From an optimization exercise on the open Yosys and OpenROAD flow, aimed at small area and a short achievable clock period; shortcuts taken in it are not production practice.
In this exercise RTL edits were held to simulation tests only and were not proved equivalent to the original.
Power figures rest on the tool's default switching activity, not on a simulated workload.

==> flow/constraint.sdc <==
create_clock -name core_clock -period 5.5 [get_ports {clk}]
set_input_delay 1.1000 -clock core_clock [delete_from_list [all_inputs] [get_ports {clk}]]
set_output_delay 1.1000 -clock core_clock [all_outputs]
set_load 0.01 [all_outputs]
==> flow/design.v <==
package fpalu_pkg;
	typedef logic [5:0] exp_t;	 
	typedef logic [21:0] man_t;	 
	typedef logic [4:0] hexp_t;	 
	typedef logic [22:0] sum_t;
	typedef logic [4:0] shamt_t;
	typedef enum logic {
		OP_ADD = 1'b0,	 
		OP_MUL = 1'b1	 
	} fpalu_op_t;
	localparam int AL_EXP_BIAS = 31;	 
	localparam int ML_EXP_BIAS = 15;	 
	localparam int ML_MAN_BITS = 11;	 
	localparam int PP_BITS = 12;	 
endpackage
module operand_align #(
	parameter int ALIGN_SHIFT_MAX = 32	 
) (
	input  logic                 clk,
	input  logic                 rst,
	input  logic                 in_valid,
	input  fpalu_pkg::fpalu_op_t op,
	input  logic                 a_sgn,
	input  fpalu_pkg::exp_t      a_exp,
	input  fpalu_pkg::man_t      a_man,
	input  logic                 b_sgn,
	input  fpalu_pkg::exp_t      b_exp,
	input  fpalu_pkg::man_t      b_man,
	output logic                 o_valid,
	output fpalu_pkg::fpalu_op_t o_op,
	output logic                 o_skip,
	output fpalu_pkg::sum_t      o_lhs,
	output fpalu_pkg::sum_t      o_rhs,
	output logic                 o_sub,
	output fpalu_pkg::exp_t      o_exp_a,
	output fpalu_pkg::exp_t      o_exp_b,
	output logic                 o_a_ge_b,
	output logic                 o_sign_a,
	output logic                 o_sign_b
);
	localparam int EW = 6;	 
	logic [EW:0]          ediff;	 
	logic                 a_lt_b;
	fpalu_pkg::exp_t      d_abs;
	logic                 v1;
	fpalu_pkg::fpalu_op_t op1;
	logic                 age1;	 
	fpalu_pkg::exp_t      d1;	 
	fpalu_pkg::man_t      lhs1;
	fpalu_pkg::man_t      rhs1;
	logic                 sub1;
	logic                 sa1, sb1;
	fpalu_pkg::exp_t      ea1, eb1;
	fpalu_pkg::man_t      rsh;
	fpalu_pkg::man_t      rsh_g;
	logic                 lhs_zero;
	always_comb begin
		ediff = {1'b0, a_exp} - {1'b0, b_exp};
		a_lt_b = ediff[EW];	 
		d_abs = a_lt_b ? fpalu_pkg::exp_t'(~ediff + 1'b1) : ediff[EW-1:0];
	end
	always_ff @(posedge clk) begin
		if (in_valid) begin
			op1 <= op;
			age1 <= ~a_lt_b;	 
			d1 <= d_abs;
			lhs1 <= a_lt_b ? b_man : a_man;	 
			rhs1 <= a_lt_b ? a_man : b_man;
			sub1 <= a_sgn ^ b_sgn;
			sa1 <= a_sgn;
			sb1 <= b_sgn;
			if (op == fpalu_pkg::OP_MUL) begin
				ea1 <= fpalu_pkg::exp_t'(fpalu_pkg::hexp_t'(a_exp));
				eb1 <= fpalu_pkg::exp_t'(fpalu_pkg::hexp_t'(b_exp));
			end else begin
				ea1 <= a_exp;
				eb1 <= b_exp;
			end
		end
	end
	always_comb begin
		rsh = rhs1 >> fpalu_pkg::shamt_t'(d1);	 
		rsh_g = (d1 >= ALIGN_SHIFT_MAX) ? '0 : rsh;	 
		lhs_zero = (lhs1 == '0);
	end
	always_ff @(posedge clk) begin
		o_op <= op1;
		o_skip <= (op1 == fpalu_pkg::OP_ADD) && lhs_zero;
		o_lhs <= lhs_zero ? {1'b0, rhs1} : {1'b0, lhs1};	 
		o_rhs <= sub1 ? ~{1'b0, rsh_g} : {1'b0, rsh_g};	 
		o_sub <= sub1;
		o_exp_a <= ea1;
		o_exp_b <= eb1;
		o_a_ge_b <= age1;
		o_sign_a <= sa1;
		o_sign_b <= sb1;
	end
	always_ff @(posedge clk) begin
		if (rst) begin
			v1 <= 1'b0;
			o_valid <= 1'b0;
		end else begin
			v1 <= in_valid;
			o_valid <= v1;
		end
	end
endmodule
module booth_mul (
	input  logic                          clk,
	input  logic                          in_valid,
	input  fpalu_pkg::fpalu_op_t          op,
	input  fpalu_pkg::exp_t               a_exp,
	input  fpalu_pkg::man_t               a_man,
	input  fpalu_pkg::exp_t               b_exp,
	input  fpalu_pkg::man_t               b_man,
	output logic [fpalu_pkg::PP_BITS+6:0] ps0,	 
	output logic [fpalu_pkg::PP_BITS+3:0] ps1,	 
	output logic                          s2	 
);
	localparam int ML = fpalu_pkg::ML_MAN_BITS;
	localparam int PP = fpalu_pkg::PP_BITS;
	localparam int NPP = 6;	 
	fpalu_pkg::hexp_t      ha_exp, hb_exp;
	logic [ML-1:0]         sig_a;	 
	logic [ML-1:0]         sig_b;	 
	logic [2*NPP+1:0]      bcode;	 
	logic [NPP-1:0][PP-1:0] pp;
	logic [NPP-1:0]        neg;
	logic [NPP-1:0][PP-1:0] pp_r;
	logic [NPP-1:0]        neg_r;
	logic [PP+6:0]         ps0_c;
	logic [PP+3:0]         ps1_c;
	function automatic logic [PP:0] booth_digit(input logic [ML-1:0] m, input logic [2:0] g);
		logic one;
		logic two;
		logic dneg;
		logic [PP-1:0] mag;
		one = g[0] ^ g[1];	 
		two = (g == 3'b011) || (g == 3'b100);	 
		dneg = g[2] & ~(g[1] & g[0]);	 
		mag = one ? {1'b0, m} : (two ? {m, 1'b0} : '0);
		booth_digit = {dneg, dneg ? ~mag : mag};
	endfunction
	always_comb begin
		ha_exp = fpalu_pkg::hexp_t'(a_exp);
		hb_exp = fpalu_pkg::hexp_t'(b_exp);
		sig_a = (ha_exp == '0) ? {a_man[ML-2:0], 1'b0} : {1'b1, a_man[ML-2:0]};
		sig_b = (hb_exp == '0) ? {b_man[ML-2:0], 1'b0} : {1'b1, b_man[ML-2:0]};
		bcode = {2'b00, sig_b, 1'b0};
	end
	always_comb begin
		for (int k = 0; k < NPP; k++) begin
			{neg[k], pp[k]} = booth_digit(sig_a, bcode[2*k +: 3]);
		end
	end
	always_ff @(posedge clk) begin
		if (in_valid && op == fpalu_pkg::OP_MUL) begin
			pp_r <= pp;
			neg_r <= neg;
		end
	end
	always_comb begin
		ps0_c = {4'b0000, ~neg_r[0], {2{neg_r[0]}}, pp_r[0]};
		ps0_c = ps0_c + {4'b0001, ~neg_r[1], pp_r[1], 1'b0, neg_r[0]};
		ps0_c = ps0_c + {2'b01, ~neg_r[2], pp_r[2], 1'b0, neg_r[1], 2'b00};
		ps1_c = {3'b001, ~neg_r[3], pp_r[3]};
		ps1_c = ps1_c + {1'b1, ~neg_r[4], pp_r[4], 1'b0, neg_r[3]};
		ps1_c = ps1_c + {pp_r[5], 1'b0, neg_r[4], 2'b00};	 
	end
	always_ff @(posedge clk) begin
		ps0 <= ps0_c;
		ps1 <= ps1_c;
		s2 <= neg_r[2];
	end
endmodule
module sum_normalize (
	input  logic                          clk,
	input  logic                          rst,
	input  logic                          i_valid,
	input  fpalu_pkg::fpalu_op_t          i_op,
	input  logic                          i_skip,
	input  fpalu_pkg::sum_t               i_lhs,
	input  fpalu_pkg::sum_t               i_rhs,
	input  logic                          i_sub,
	input  fpalu_pkg::exp_t               i_exp_a,
	input  fpalu_pkg::exp_t               i_exp_b,
	input  logic                          i_a_ge_b,
	input  logic                          i_sign_a,
	input  logic                          i_sign_b,
	input  logic [fpalu_pkg::PP_BITS+6:0] ps0,
	input  logic [fpalu_pkg::PP_BITS+3:0] ps1,
	input  logic                          s2,
	output logic                          out_valid,
	output logic                          y_sgn,
	output fpalu_pkg::exp_t               y_exp,
	output fpalu_pkg::man_t               y_man
);
	localparam int SW = 23;	 
	fpalu_pkg::sum_t      add_l, add_r, add_y;
	logic                 add_c;
	logic                 v3;
	fpalu_pkg::fpalu_op_t op3;
	logic                 skip3, age3, sa3, sb3;
	fpalu_pkg::exp_t      ea3, eb3;
	fpalu_pkg::sum_t      word_r;	 
	fpalu_pkg::man_t      byp_r;	 
	fpalu_pkg::fpalu_op_t op4;
	logic                 skip4, age4, sa4, sb4;
	fpalu_pkg::exp_t      ea4, eb4;
	fpalu_pkg::shamt_t    lzc_r;
	fpalu_pkg::sum_t      word4_r;
	fpalu_pkg::man_t      byp4_r;
	fpalu_pkg::sum_t      norm_w;
	fpalu_pkg::exp_t      l_exp;
	function automatic fpalu_pkg::shamt_t lzc(input fpalu_pkg::sum_t w);
		fpalu_pkg::shamt_t n;
		n = fpalu_pkg::shamt_t'(SW);
		for (int k = 0; k < SW; k++) begin
			if (w[k])
				n = fpalu_pkg::shamt_t'(SW - 1 - k);	 
		end
		lzc = n;
	endfunction
	always_comb begin
		if (i_op == fpalu_pkg::OP_MUL) begin
			add_l = {4'b0000, ps0};
			add_r = {1'b0, ps1, 1'b0, s2, 4'b0000};	 
			add_c = 1'b0;
		end else begin
			add_l = i_lhs;
			add_r = i_rhs;
			add_c = i_sub;	 
		end
		add_y = add_l + add_r + SW'(add_c);
		if (i_op == fpalu_pkg::OP_MUL)
			add_y[SW-1] = 1'b0;	 
	end
	always_ff @(posedge clk) begin
		op3 <= i_op;
		skip3 <= i_skip;
		age3 <= i_a_ge_b;
		sa3 <= i_sign_a;
		sb3 <= i_sign_b;
		ea3 <= i_exp_a;
		eb3 <= i_exp_b;
		if (i_valid && !i_skip)
			word_r <= add_y;
		if (i_valid && i_skip)
			byp_r <= i_lhs[SW-2:0];	 
	end
	always_ff @(posedge clk) begin
		op4 <= op3;
		skip4 <= skip3;
		age4 <= age3;
		sa4 <= sa3;
		sb4 <= sb3;
		ea4 <= ea3;
		eb4 <= eb3;
		lzc_r <= lzc(word_r);	 
		word4_r <= word_r;
		byp4_r <= byp_r;
	end
	always_ff @(posedge clk) begin
		if (rst) begin
			v3 <= 1'b0;
			out_valid <= 1'b0;
		end else begin
			v3 <= i_valid;
			out_valid <= v3;
		end
	end
	always_comb begin
		norm_w = word4_r << lzc_r;
		l_exp = age4 ? ea4 : eb4;
		if (skip4) begin
			y_man = byp4_r;
			y_exp = age4 ? eb4 : ea4;
			y_sgn = age4 ? sb4 : sa4;
		end else if (op4 == fpalu_pkg::OP_MUL) begin
			y_man = norm_w[SW-1:1];
			y_exp = fpalu_pkg::exp_t'(ea4 + eb4 + fpalu_pkg::AL_EXP_BIAS + 2
				- 2 * fpalu_pkg::ML_EXP_BIAS - lzc_r);	 
			y_sgn = sa4 ^ sb4;
		end else begin
			y_man = norm_w[SW-1:1];
			y_exp = fpalu_pkg::exp_t'(l_exp + 1 - lzc_r);	 
			y_sgn = (sa4 ^ sb4) ? (sa4 ^ ~age4) : sa4;	 
		end
	end
endmodule
module fpalu_top #(
	parameter int ALIGN_SHIFT_MAX = 32	 
) (
	input  logic                 clk,
	input  logic                 rst,
	input  logic                 in_valid,	 
	input  fpalu_pkg::fpalu_op_t op,
	input  logic                 a_sgn,
	input  fpalu_pkg::exp_t      a_exp,	 
	input  fpalu_pkg::man_t      a_man,	 
	input  logic                 b_sgn,
	input  fpalu_pkg::exp_t      b_exp,
	input  fpalu_pkg::man_t      b_man,
	output logic                 out_valid,
	output logic                 y_sgn,
	output fpalu_pkg::exp_t      y_exp,
	output fpalu_pkg::man_t      y_man
);
	logic [fpalu_pkg::PP_BITS+6:0] ps0;	 
	logic [fpalu_pkg::PP_BITS+3:0] ps1;	 
	logic                          s2;	 
	logic                 opnd_valid;
	fpalu_pkg::fpalu_op_t opnd_op;
	logic                 opnd_skip;
	fpalu_pkg::sum_t      opnd_lhs;
	fpalu_pkg::sum_t      opnd_rhs;
	logic                 opnd_sub;
	fpalu_pkg::exp_t      opnd_exp_a;
	fpalu_pkg::exp_t      opnd_exp_b;
	logic                 opnd_a_ge_b;
	logic                 opnd_sign_a;
	logic                 opnd_sign_b;
	operand_align #(
		.ALIGN_SHIFT_MAX(ALIGN_SHIFT_MAX)
	) u_align (
		.clk     (clk),
		.rst     (rst),
		.in_valid(in_valid),
		.op      (op),
		.a_sgn   (a_sgn),
		.a_exp   (a_exp),
		.a_man   (a_man),
		.b_sgn   (b_sgn),
		.b_exp   (b_exp),
		.b_man   (b_man),
		.o_valid  (opnd_valid),
		.o_op     (opnd_op),
		.o_skip   (opnd_skip),
		.o_lhs    (opnd_lhs),
		.o_rhs    (opnd_rhs),
		.o_sub    (opnd_sub),
		.o_exp_a  (opnd_exp_a),
		.o_exp_b  (opnd_exp_b),
		.o_a_ge_b (opnd_a_ge_b),
		.o_sign_a (opnd_sign_a),
		.o_sign_b (opnd_sign_b)
	);
	booth_mul u_mul (
		.clk     (clk),
		.in_valid(in_valid),
		.op      (op),
		.a_exp   (a_exp),
		.a_man   (a_man),
		.b_exp   (b_exp),
		.b_man   (b_man),
		.ps0     (ps0),
		.ps1     (ps1),
		.s2      (s2)
	);
	sum_normalize u_norm (
		.clk      (clk),
		.rst      (rst),
		.i_valid  (opnd_valid),
		.i_op     (opnd_op),
		.i_skip   (opnd_skip),
		.i_lhs    (opnd_lhs),
		.i_rhs    (opnd_rhs),
		.i_sub    (opnd_sub),
		.i_exp_a  (opnd_exp_a),
		.i_exp_b  (opnd_exp_b),
		.i_a_ge_b (opnd_a_ge_b),
		.i_sign_a (opnd_sign_a),
		.i_sign_b (opnd_sign_b),
		.ps0      (ps0),
		.ps1      (ps1),
		.s2       (s2),
		.out_valid(out_valid),
		.y_sgn    (y_sgn),
		.y_exp    (y_exp),
		.y_man    (y_man)
	);
endmodule
==> flow/run.sh <==
#!/bin/bash
# synth_recipe.tcl (not shown) runs the flow's synth.tcl, then flattens the netlist and writes it again
# the make line also repeats each setting of config.mk as NAME=value (left out here)
make -C /OpenROAD-flow-scripts/flow DESIGN_CONFIG=/design/flow/config.mk WORK_HOME=/design/flow/orfs CLKGATE_MAP_FILE= SYNTH_SCRIPT=/design/flow/synth_recipe.tcl finish
==> flow/config.mk <==
export PLATFORM = sky130hd
export DESIGN_NAME = fpalu_top
export DESIGN_NICKNAME = fpalu_top
export VERILOG_FILES = /design/flow/design.v
export SDC_FILE = /design/flow/constraint.sdc
export NUM_CORES = 4
export LEC_CHECK = 0
export CAP_MARGIN = 20
export CORE_MARGIN = 2
export CORE_UTILIZATION = 40
export SLEW_MARGIN = 20
==> summary.txt <==
==> layout make-up <==
class,instances,area (µm²)
Fill cell,4331,25570
Clock buffer,56,1157
Sequential cell,376,9420
Tap cell,615,769.5
Multi-Input combinational cell,1176,9453
Clock inverter,19,187.7
Timing Repair Buffer,114,1081
Antenna cell,2,5.005
Inverter,80,300.3
==> logic make-up after synthesis <==
| family | synth area share, % |
|---|---|
| buf+inv | 3.355 |
| mux | 12.04 |
| compound gates | 14.19 |
| xor+xnor | 6.151 |
| flops | 48.29 |
| fa+ha+maj | 8.531 |
| simple gates | 7.447 |
==> per-layer routing <==
metal	routed length [µm]	vias up	global-route usage (%)
li1	-	6421	-
met1	22130	6333	25.46
met2	22920	362	32.32
met3	2334	100	3.318
met4	2429	2	9.848
met5	12	-	0
==> stage by stage <==
step,util (%),power (mW),worst slack [ns],std cells
3_3_place_gp,43.83,6.870,0.8572,2361
6_report,46.66,9.634,0.7314,2438
4_1_cts,46.64,9.686,0.6347,2436
5_1_grt,46.65,10.18,0.4730,2436
3_5_place_dp,43.83,6.920,0.7344,2361
2_1_floorplan,-,5.944,1.661,1711
==> layout by cell type, fill, tap and decap left out, types with 10 or more instances in the layout <==
cell and count:
o211ai_1 15, mux2_2 104, a22oi_1 44, fa_1 20, nand2b_1 13, buf_4 24
nand2_1 117, o21ai_0 89, a21o_1 49, clkbuf_16 44, clkbuf_1 10, a211oi_1 21
nor2b_1 29, inv_1 76, xor2_1 34, nor2_1 73, nor3_1 19, a31oi_1 15
ha_1 101, edfxtp_1 189, mux2i_1 69, o21a_1 13, dfxtp_1 186, xnor2_1 103
o22ai_1 14, mux4_2 21, clkinv_2 11, a21oi_1 87, clkdlybuf4s50_1 90
==> worst max path at each step <==
stage                     cells after the start                start  slack [ns]                        to
after detailed placement                      9             b_exp[3]        0.73  u_mul.pp_r[25]$_DFFE_PP_
after floorplan                              14  u_norm.age4$_DFF_P_        1.66                  y_exp[5]
after CTS                                    13  u_norm.age4$_DFF_P_        0.63                  y_exp[5]
after global placement                        9             b_exp[2]        0.86  u_mul.pp_r[25]$_DFFE_PP_
final                                        13  u_norm.age4$_DFF_P_        0.73                  y_exp[5]
after global routing                         13  u_norm.age4$_DFF_P_        0.47                  y_exp[5]
==> worst max-delay path, delay by kind of cell, from the launching register on <==
family          cells  cell delay, ns
xor+xnor            1            0.15
compound gates      4            0.48
fa+ha+maj           3            0.81
flops               1            0.61
buf+inv             4            0.78
mux                 1            0.29
==> sequential cells by signal (all words and copies together), names as in the netlist, 16 cells and up <==
register	count
u_norm.word_r	23
u_align.o_lhs	22
u_norm.byp_r	22
u_align.lhs1	22
u_norm.word4_r	23
u_mul.ps0	19
u_mul.ps1	16
u_align.o_rhs	23
u_align.rhs1	22
u_norm.byp4_r	22
u_mul.pp_r	72
==> power by group <==
part	switching, mW	internal, mW	total (mW)
registers	0.276	3.45	3.73
logic	1.70	1.47	3.16
clock network	1.12	1.63	2.74
==> impl_metrics.yaml <==
route:
  drtAntennaViolNets: 0
  routed_wirelength_mm: 49.82
  route.detailed.drc: 0
  vias: 13220
  routedWlPerCell_um: 20.44
  drt-pass1-iter-count: 5
  vias_per_cell: 5.422
  drt_iter0_markers: 887
synth:
  syn_avg_cell_area_um2: 11.40
  async_flop_share_pct: 0
  ys_seq_elements: 376
  yosysTopAreaCellShare_pct: 29.10
  synthMostInstantiatedCell: "edfxtp_1"
  ys.flop_type: "edfxtp_1"
  ys_types: 75
  synth_edf_count: 189
  syn-num-nets: 1894
  synthCells: 1711
  synth.yosys.seq_area_share_pct: 48.29
  yosysTopAreaCell: "edfxtp_1"
  ys_warn_count: 3
  syn_area_mm2: 0.01951
  ys_top_cells_by_count: "edfxtp_1, dfxtp_1, nand2_1"
  synthTopCellsByArea: "edfxtp_1, dfxtp_1, ha_1"
critical_path:
  critPathMaxStageDelay_ns: 0.61
  crit_path_frequent_cell: "inv_1"
  r2r_cells: 17
  end_kind: "primary output"
  required_ns: 4.40
  start_kind: "flip-flop"
  critPathKind: "flip-flop to primary output"
  r2r_setup_slack_ns: 1.08
  r2r-start: "u_mul.neg_r[0]$_DFFE_PP_"
  slowest_stage: "dfxtp_1"
  cp.arrival_ns: 3.67
  critPathMaxFanout: 10
  reg2reg_to: "u_mul.ps0[16]$_DFF_P_"
  cp_cell_sequence: "mux2i_1 > ha_1 > inv_1 > ha_1 > inv_1 > fa_1 > inv_1 > a21o_1 > a21oi_1 > xnor2_1 > o21ai_0 > o21ai_0 > clkdlybuf4s50_1"
cells_and_area:
  layout-drive-gt1-share_pct: 13.51
  finalNetCount: 1973
  area_delta_synth_final_pct: 14.70
  fin_area_mm2: 0.02237
hold_path:
  hold_path_class: "flip-flop to flip-flop"
  min_from: "u_norm.eb3[2]$_DFF_P_"
  hold_path_depth: 0
  holdPathEnd: "u_norm.eb4[2]$_DFF_P_"
clocking:
  cts_tree: "built"
  cts_resized: 0
  clkSlewWorstSetupHoldPaths_ns: 0.06
  post-cts-setup-buffers: 0
  clock-sinks: 376
  cts_made_buffers: 42
  htreeDepth: 2
  clock_latency_ns: 0.56
  cts_root_buffer: "clkbuf_16"
  ctsHoldBuffers: 0
  ctsLongestPathBuffers: 3
timing:
  hold-worst-slack_ns: 0.3243
  max_freq_mhz: 209.7
  post-route-period-util_pct: 86.70
  worst_slew_pin_slew_ns: 1.142
  fin_tns_setup_ns: 0
  slew_headroom_pct: 23.71
  finalMaxSlewViolations: 0
  grt_setup_unrepaired: "no"
  period_needed_ns: 4.769
  hold_viol: 0
  skew_ns: 0.02941
  final-setup-viol-count: 0
die:
  die_area_mm2: 0.05055
  rows: 80
  initial_core_util_pct: 40.68
  ioPinCount: 92
  die_x_um: 224.8
  fp.dieH_um: 224.8
  core_mm2: 0.04795
placed_design:
  placed_cell_area_mm2: 0.02102
  hpwlAfterDp_mm: 37.84
  gp_congestion: 0.8763
  io_buffers: 91
grt:
  grt_pass1_vias: 13140
  overflow: 0
  antenna_found_initial: 2
  grt_max_degree: 52
  grt_pass1_wl_mm: 76.33
  track_usage_pct: 19.81
power:
  p_leak_nw: 8.741
  ir_drop_v: 0.0002367
  cellPowerDensity_mw_per_mm2: 430.6
outcome:
  status: "complete, no violations"
flow_run:
  drv_cap: 0

[port drivers added, routing unchanged]
No port has a modelled driver above. Below, the same layout with a new extraction and two added sets of constraints.
Step 1 (the two cells are an assumption about what drives the block):
set clk [get_ports {clk}]
set_driving_cell -lib_cell sky130_fd_sc_hd__clkbuf_16 $clk
set_driving_cell -lib_cell sky130_fd_sc_hd__buf_2 [delete_from_list [all_inputs] $clk]
Step 2 adds t to the input delays and takes it off the output delays; t is the mean of the earliest and latest rising clock arrival at the registers after step 1. Input paths then give back, and output paths get back, about the clock's delay inside the block.
a / b / c = no drivers / after step 1 / after step 2; a / b = the first two.
t, ns: 0.604
setup WS [ns]: 0.731 / 0.674 / 0.673
worst hold slack (ns): 0.324 / 0.324 / 0.324
latest minus earliest clock arrival (ns): 0.031 / 0.030
After both steps setup and hold are still met in this run. For this run, drivers alone change the setup slack by -0.057 ns; drivers and shift together by -0.058 ns.
